Source: an optimization exercise on an open RTL-to-GDS flow (aim: small area). Production flows keep margins and buffers that such runs may drop. RTL that was checked went through simulation tests only; none was proved equivalent to the original.

==> flow/design.v (excerpt) <==
module synthCore
(
	input logic MAX10_CLK2_50,
	input logic rstN,
	input logic sampleTick,
	input logic [25:0] cfg,
	output logic signed [15:0] sampleOut,
	output logic sampleValid
);
	logic [3:0][3:0] notes;
	logic [3:0][1:0] waves;
	logic [15:0] amp;
	logic rtV;
	logic [1:0] rtIdx;
	logic [3:0][7:0] ph;
	logic [2:0] st;
	logic [7:0] tap;
	logic [7:0] sp;
	logic [1:0] sw;
	logic lastF;
	logic [32:0] acc;
	wire wrV = cfg[25] & ~cfg[24];
	wire wrA = cfg[25] & cfg[24];
	always_ff @(posedge MAX10_CLK2_50) begin
		if (!rstN) begin
			notes <= '0;
			waves <= '0;
			amp <= '0;
			rtV <= 1'b0;
		end else begin
			rtV <= wrV;
			if (wrV) begin
				notes[cfg[23:22]] <= cfg[21:18];
				waves[cfg[23:22]] <= cfg[17:16];
			end
			if (wrA) amp <= cfg[15:0];
		end
	end
	always_ff @(posedge MAX10_CLK2_50) rtIdx <= cfg[23:22];
	wire [1:0] vi = st[1:0];
	wire [7:0] phSel = ph[vi];
	wire [7:0] phNext = phSel + {4'b0, notes[vi]} + 8'd1;
	always_ff @(posedge MAX10_CLK2_50) begin
		if (!rstN) begin
			ph <= '0;
		end else begin
			for (int i = 0; i < 4; i++) begin
				if (rtV && rtIdx == 2'(i)) ph[i] <= '0;
				else if (st[2] && vi == 2'(i)) ph[i] <= phNext;
			end
		end
	end
	wire [1:0] tIdx = st[1:0] - 2'd1;
	wire tV = (st[2] & (st[1:0] != 2'd0)) | (st == 3'b000);
	always_ff @(posedge MAX10_CLK2_50) begin
		tap <= phSel;
		sp <= tap;
		sw <= tV ? waves[tIdx] : 2'd0;
	end
	logic [7:0] x;
	logic sn;
	logic [4:0] one, two, neg;
	wire isSq = (sw == 2'd2);
	wire isTri = (sw == 2'd3);
	always_comb begin
		case (sw)
			2'd1: begin x = {~sp[7], sp[6:0]}; sn = 1'b0; end
			2'd2: begin x = 8'h80; sn = ~sp[7]; end
			2'd3: begin x = {~sp[6], sp[5:0], 1'b0}; sn = sp[7]; end
			default: begin x = 8'h00; sn = 1'b0; end
		endcase
		one[0] = isSq;
		two[0] = isTri & sp[7];
		neg[0] = (isSq & ~sp[7]) | (isTri & sp[7]);
		for (int i = 0; i < 4; i++) begin
			logic b2, b1, b0;
			b2 = x[2*i+1];
			b1 = x[2*i];
  ...
==> flow/config.mk <==
export PLATFORM = sky130hd
export DESIGN_NAME = synthCore
export DESIGN_NICKNAME = synthCore
export VERILOG_FILES = /design/flow/design.v
export SDC_FILE = /design/flow/constraint.sdc
export NUM_CORES = 4
export LEC_CHECK = 0
export CAP_MARGIN = 20
export CORE_MARGIN = 2
export CORE_UTILIZATION = 60
export CTS_BUF_LIST = sky130_fd_sc_hd__clkbuf_8
export SLEW_MARGIN = 20
export BUFFER_PORTS_ARGS = -buffer_cell sky130_fd_sc_hd__buf_1
export CTS_ARGS = -sink_clustering_enable -repair_clock_nets -dont_use_dummy_load -buf_list sky130_fd_sc_hd__clkbuf_8
==> flow/constraint.sdc <==
create_clock -name core_clock -period 10.0 [get_ports {MAX10_CLK2_50}]
set_input_delay 2.0000 -clock core_clock [delete_from_list [all_inputs] [get_ports {MAX10_CLK2_50}]]
set_output_delay 2.0000 -clock core_clock [all_outputs]
set_load 0.01 [all_outputs]
standard.sh (not shown) runs the stock make flow with config.mk's settings and CLKGATE_MAP_FILE= SYNTH_SCRIPT=/design/flow/synth_recipe.tcl, a recipe that flattens the netlist after the stock synthesis.
==> flow/flow/run.sh <==
#!/bin/bash
# Standard ORFS layout with two changes: the port buffers are the smallest
# buffer cell, and clock tree synthesis inserts no dummy loads.
set -euo pipefail
cat >> config.mk <<'EOC'
export BUFFER_PORTS_ARGS = -buffer_cell sky130_fd_sc_hd__buf_1
export CTS_ARGS = -sink_clustering_enable -repair_clock_nets -dont_use_dummy_load -buf_list sky130_fd_sc_hd__clkbuf_8
EOC
bash standard.sh finish > flow.log 2>&1
Then changed:
==> flow/run.sh (new file) <==
#!/bin/bash
# synth_recipe.tcl (not shown) runs the flow's synth.tcl, then flattens the netlist and writes it again
# the make line also repeats each setting of config.mk as NAME=value (left out here)
make -C /OpenROAD-flow-scripts/flow DESIGN_CONFIG=/design/flow/config.mk WORK_HOME=/design/flow/orfs CLKGATE_MAP_FILE= SYNTH_SCRIPT=/design/flow/synth_recipe.tcl finish
--- a/flow/config.mk
+++ b/flow/config.mk
@@ -11,4 +11,2 @@
 export CTS_BUF_LIST = sky130_fd_sc_hd__clkbuf_8
 export SLEW_MARGIN = 20
-export BUFFER_PORTS_ARGS = -buffer_cell sky130_fd_sc_hd__buf_1
-export CTS_ARGS = -sink_clustering_enable -repair_clock_nets -dont_use_dummy_load -buf_list sky130_fd_sc_hd__clkbuf_8
removed: flow/flow/run.sh
removed: flow/standard.sh
Outcome: Fmax shrinks by 0.49%. Cell area climbs by 4.3%. Final cell count goes up by 1.1%. Setup slack is worse by 0.042 ns. Core utilization went up by 2.7 points. Synthesized cell count stays the same. First-iteration DRC count goes up by 11%.
Function was not checked in any run of this note: the RTL went through the layout flow alone.

juniper:
synthCore, a different RTL version from the one above (not shown whole).
Size in the first run: ~890 cells after synthesis, about 46 I/O pins, roughly 9800 um2 of cells after synthesis.
Settings: LEC_CHECK=0, CAP_MARGIN=20, CORE_MARGIN=2, CORE_UTILIZATION=60, CTS_BUF_LIST=sky130_fd_sc_hd__clkbuf_8, SLEW_MARGIN=20, BUFFER_PORTS_ARGS=-buffer_cell sky130_fd_sc_hd__buf_1, CTS_ARGS=-sink_clustering_enable -repair_clock_nets -dont_use_dummy_load -buf_list {sky130_fd_sc_hd__clkbuf_4 sky130_fd_sc_hd__clkbuf_8}; clock period 10.0 ns.
==> flow/flow/run.sh <==
#!/bin/bash
# The standard layout (standard.sh, with its standard synthesis) with
# these changes:
# - after synthesis, fapol.py picks each full adder's polarity (a full adder
#   is self-dual) so the netlist needs fewer inverters, and turns half adders
#   with one output in use into plain gates; registers are not touched;
# - the port buffers are the smallest buffer cell;
# - clock tree synthesis inserts no dummy loads.
# Each tool's output goes to a log file here: synth.log, fapol.log, flow.log.
set -euo pipefail
cat >> config.mk <<'EOC'
export BUFFER_PORTS_ARGS = -buffer_cell sky130_fd_sc_hd__buf_1
export CTS_ARGS = -sink_clustering_enable -repair_clock_nets -dont_use_dummy_load -buf_list {sky130_fd_sc_hd__clkbuf_4 sky130_fd_sc_hd__clkbuf_8}
EOC
bash standard.sh synth > synth.log 2>&1
R=orfs/results/sky130hd/synthCore/base
cp $R/1_2_yosys.v $R/1_2_yosys.orig.v
python3 flow/fapol.py $R/1_2_yosys.orig.v $R/1_2_yosys.v > fapol.log 2>&1
rm -f $R/1_synth.odb
bash standard.sh finish > flow.log 2>&1
Other scripts of this flow, unchanged in this note and not shown: flow/flow/fapol.py
juniper closes out successfully: all stages finished, all timing, DRC and antenna checks passed.
Input-level comparison between indigo and juniper:
diff --git a/flow/flow/run.sh b/flow/flow/run.sh
--- a/flow/flow/run.sh
+++ b/flow/flow/run.sh
@@ -1,7 +1,9 @@
 #!/bin/bash
-# The standard layout (standard.sh, with its standard synthesis) with
-# these changes:
+# The standard layout (standard.sh) with these changes:
+# - synthesis: the standard flow's synthesis script, except that the final ABC mapping
+#   uses flow/abc_area.script (area-oriented amap mapping, no upsizing) instead of
+#   ORFS's speed script; registers are not touched;
 # - after synthesis, fapol.py picks each full adder's polarity (a full adder
 #   is self-dual) so the netlist needs fewer inverters, and turns half adders
-#   with one output in use into plain gates; registers are not touched;
+#   with one output in use into plain gates;
 # - the port buffers are the smallest buffer cell;
@@ -10,2 +12,3 @@
 set -euo pipefail
+W=$(pwd)
 cat >> config.mk <<'EOC'
@@ -14,3 +17,10 @@
 EOC
-bash standard.sh synth > synth.log 2>&1
+{
+  head -n 1 synth_recipe.tcl
+  echo "proc abc {args} { set i [lsearch \$args -script]; if {\$i >= 0} { lset args [expr {\$i + 1}] $W/flow/abc_area.script }; yosys abc {*}\$args }"
+  tail -n +2 synth_recipe.tcl
+} > own_synth.tcl
+sed "s#$W/synth_recipe.tcl#$W/own_synth.tcl#" standard.sh > own_standard.sh
+grep -q own_synth.tcl own_standard.sh
+bash own_standard.sh synth > synth.log 2>&1
 R=orfs/results/sky130hd/synthCore/base
@@ -19,2 +29,2 @@
 rm -f $R/1_synth.odb
-bash standard.sh finish > flow.log 2>&1
+bash own_standard.sh finish > flow.log 2>&1
==> flow/flow/abc_area.script (new file) <==
strash
dch
amap
topo
==> summary.txt <==
The cell with the largest stage delay on the worst path comes out or2_0 in one run and nor3b_2 in the other, namely in indigo and juniper respectively. Relative to juniper, global-route usage increased by 2.7 points in indigo. indigo: all stages complete, timing, DRC and antenna checks passed. Per the comparison of indigo with juniper, max-slew violation total from the final report saw little to no change, quantity of I/O buffers inserted on ports saw little to no change, register cell area after layout saw little to no change. indigo against juniper: met1 layer usage reported by global route climbed 4.7 points, number of antenna violations at the first check in global routing barely changed. Cell area (indigo vs. juniper) decreases by a few percent. Maximum frequency (higher): juniper.
The following lists how xenon was set up differently from indigo:
==> flow/flow/run.sh <==
#!/bin/bash
# The standard layout (standard.sh, with its standard synthesis) with
# these changes:
# - after synthesis, fapol.py picks each full adder's polarity (a full adder
#   is self-dual) so the netlist needs fewer inverters, and turns half adders
#   with one output in use into plain gates; registers are not touched;
# - the port buffers are the smallest buffer cell;
# - clock tree synthesis inserts no dummy loads.
# Each tool's output goes to a log file here: synth.log, fapol.log, flow.log.
set -euo pipefail
cat >> config.mk <<'EOC'
export BUFFER_PORTS_ARGS = -buffer_cell sky130_fd_sc_hd__buf_1
export CTS_ARGS = -sink_clustering_enable -repair_clock_nets -dont_use_dummy_load -buf_list sky130_fd_sc_hd__clkbuf_8 -sink_clustering_levels 1 -sink_clustering_size 30 -sink_clustering_max_diameter 100
EOC
bash standard.sh synth > synth.log 2>&1
R=orfs/results/sky130hd/synthCore/base
cp $R/1_2_yosys.v $R/1_2_yosys.orig.v
python3 flow/fapol.py $R/1_2_yosys.orig.v $R/1_2_yosys.v > fapol.log 2>&1
rm -f $R/1_synth.odb
bash standard.sh finish > flow.log 2>&1
diff --git a/flow/config.mk b/flow/config.mk
--- a/flow/config.mk
+++ b/flow/config.mk
@@ -13,2 +13,2 @@
 export BUFFER_PORTS_ARGS = -buffer_cell sky130_fd_sc_hd__buf_1
-export CTS_ARGS = -sink_clustering_enable -repair_clock_nets -dont_use_dummy_load -buf_list {sky130_fd_sc_hd__clkbuf_4 sky130_fd_sc_hd__clkbuf_8}
+export CTS_ARGS = -sink_clustering_enable -repair_clock_nets -dont_use_dummy_load -buf_list sky130_fd_sc_hd__clkbuf_8 -sink_clustering_levels 1 -sink_clustering_size 30 -sink_clustering_max_diameter 100
removed: flow/flow/abc_area.script
Findings:
Setup slack in xenon is larger than in indigo. xenon went all the way through the flow, and no timing, DRC or antenna check failed. [xenon] final period demand of the worst path fell 0.69 ns relative to indigo. Changes observed in xenon relative to indigo: overall fraction of global-route tracks in use went down by 2.7 points; global-route wire length before repair went down by 410 um; final cell count went down by about 10%.
Input changes introduced in cedar (baseline for comparison: xenon):
diff --git a/flow/flow/run.sh b/flow/flow/run.sh
--- a/flow/flow/run.sh
+++ b/flow/flow/run.sh
@@ -12,3 +12,3 @@
 export BUFFER_PORTS_ARGS = -buffer_cell sky130_fd_sc_hd__buf_1
-export CTS_ARGS = -sink_clustering_enable -repair_clock_nets -dont_use_dummy_load -buf_list sky130_fd_sc_hd__clkbuf_8 -sink_clustering_levels 1 -sink_clustering_size 30 -sink_clustering_max_diameter 100
+export CTS_ARGS = -sink_clustering_enable -repair_clock_nets -dont_use_dummy_load -buf_list {sky130_fd_sc_hd__clkbuf_4 sky130_fd_sc_hd__clkbuf_8}
 EOC
==> flow/config.mk <==
export PLATFORM = sky130hd
export DESIGN_NAME = synthCore
export DESIGN_NICKNAME = synthCore
export VERILOG_FILES = /design/flow/design.v
export SDC_FILE = /design/flow/constraint.sdc
export NUM_CORES = 4
export LEC_CHECK = 0
export CAP_MARGIN = 20
export CORE_MARGIN = 2
export CORE_UTILIZATION = 75
export CTS_BUF_LIST = sky130_fd_sc_hd__clkbuf_8
export PLACE_DENSITY = 0.85
export SLEW_MARGIN = 20
export BUFFER_PORTS_ARGS = -buffer_cell sky130_fd_sc_hd__buf_1
export CTS_ARGS = -sink_clustering_enable -repair_clock_nets -dont_use_dummy_load -buf_list {sky130_fd_sc_hd__clkbuf_4 sky130_fd_sc_hd__clkbuf_8}
--- outcome ---
Path depth of the worst reg2reg path is lower on xenon
xenon -> cedar: count of non-filler cells in the finished layout decreased by a few percent
The fraction of layout cells with a size suffix above 1 was comparable across cedar and xenon.
Normalized max-slew margin was lower in xenon than in cedar.
Time the final worst path needs with I/O delays and setup, cedar and xenon: lower on cedar

-- static timing again, ports no longer ideal --
How much do the figures lean on ideal ports? The routed layouts below were timed once more, with nothing changed but the port constraints. Step 1 sets driving cells, clkbuf_16 on the clock port and buf_2 on the other inputs (assumed; they add their load-dependent delay and slew). Step 2 adds t to the input delays and takes it off the output delays; t is the mean of the earliest and latest rising clock arrival at the registers after step 1. Input paths then give back, and output paths get back, about the clock's delay inside the block. Slacks: no drivers / after step 1 / after step 2; pairs: no drivers / after step 1.
| run | shift t [ns] | slack for setup (ns) | worst setup path after step 2 | worst register clock-pin slew, ns |
|---|---|---|---|---|
| the first run of note 1 | 0.488 | 1.518 / 1.518 / 1.518 | register to register | 0.09 / 0.09 |
| the second run of note 1 | 0.489 | 1.476 / 1.476 / 1.476 | register to register | 0.10 / 0.10 |
| juniper | 0.490 | 1.491 / 1.491 / 1.491 | register to register | 0.09 / 0.09 |
| indigo | 0.485 | 0.802 / 0.802 / 0.802 | register to register | 0.09 / 0.09 |
| xenon | 0.490 | 1.491 / 1.491 / 1.491 | register to register | 0.09 / 0.09 |
| cedar | 0.471 | 1.562 / 1.562 / 1.562 | register to register | 0.08 / 0.08 |
After both steps every run listed still meets setup and hold.
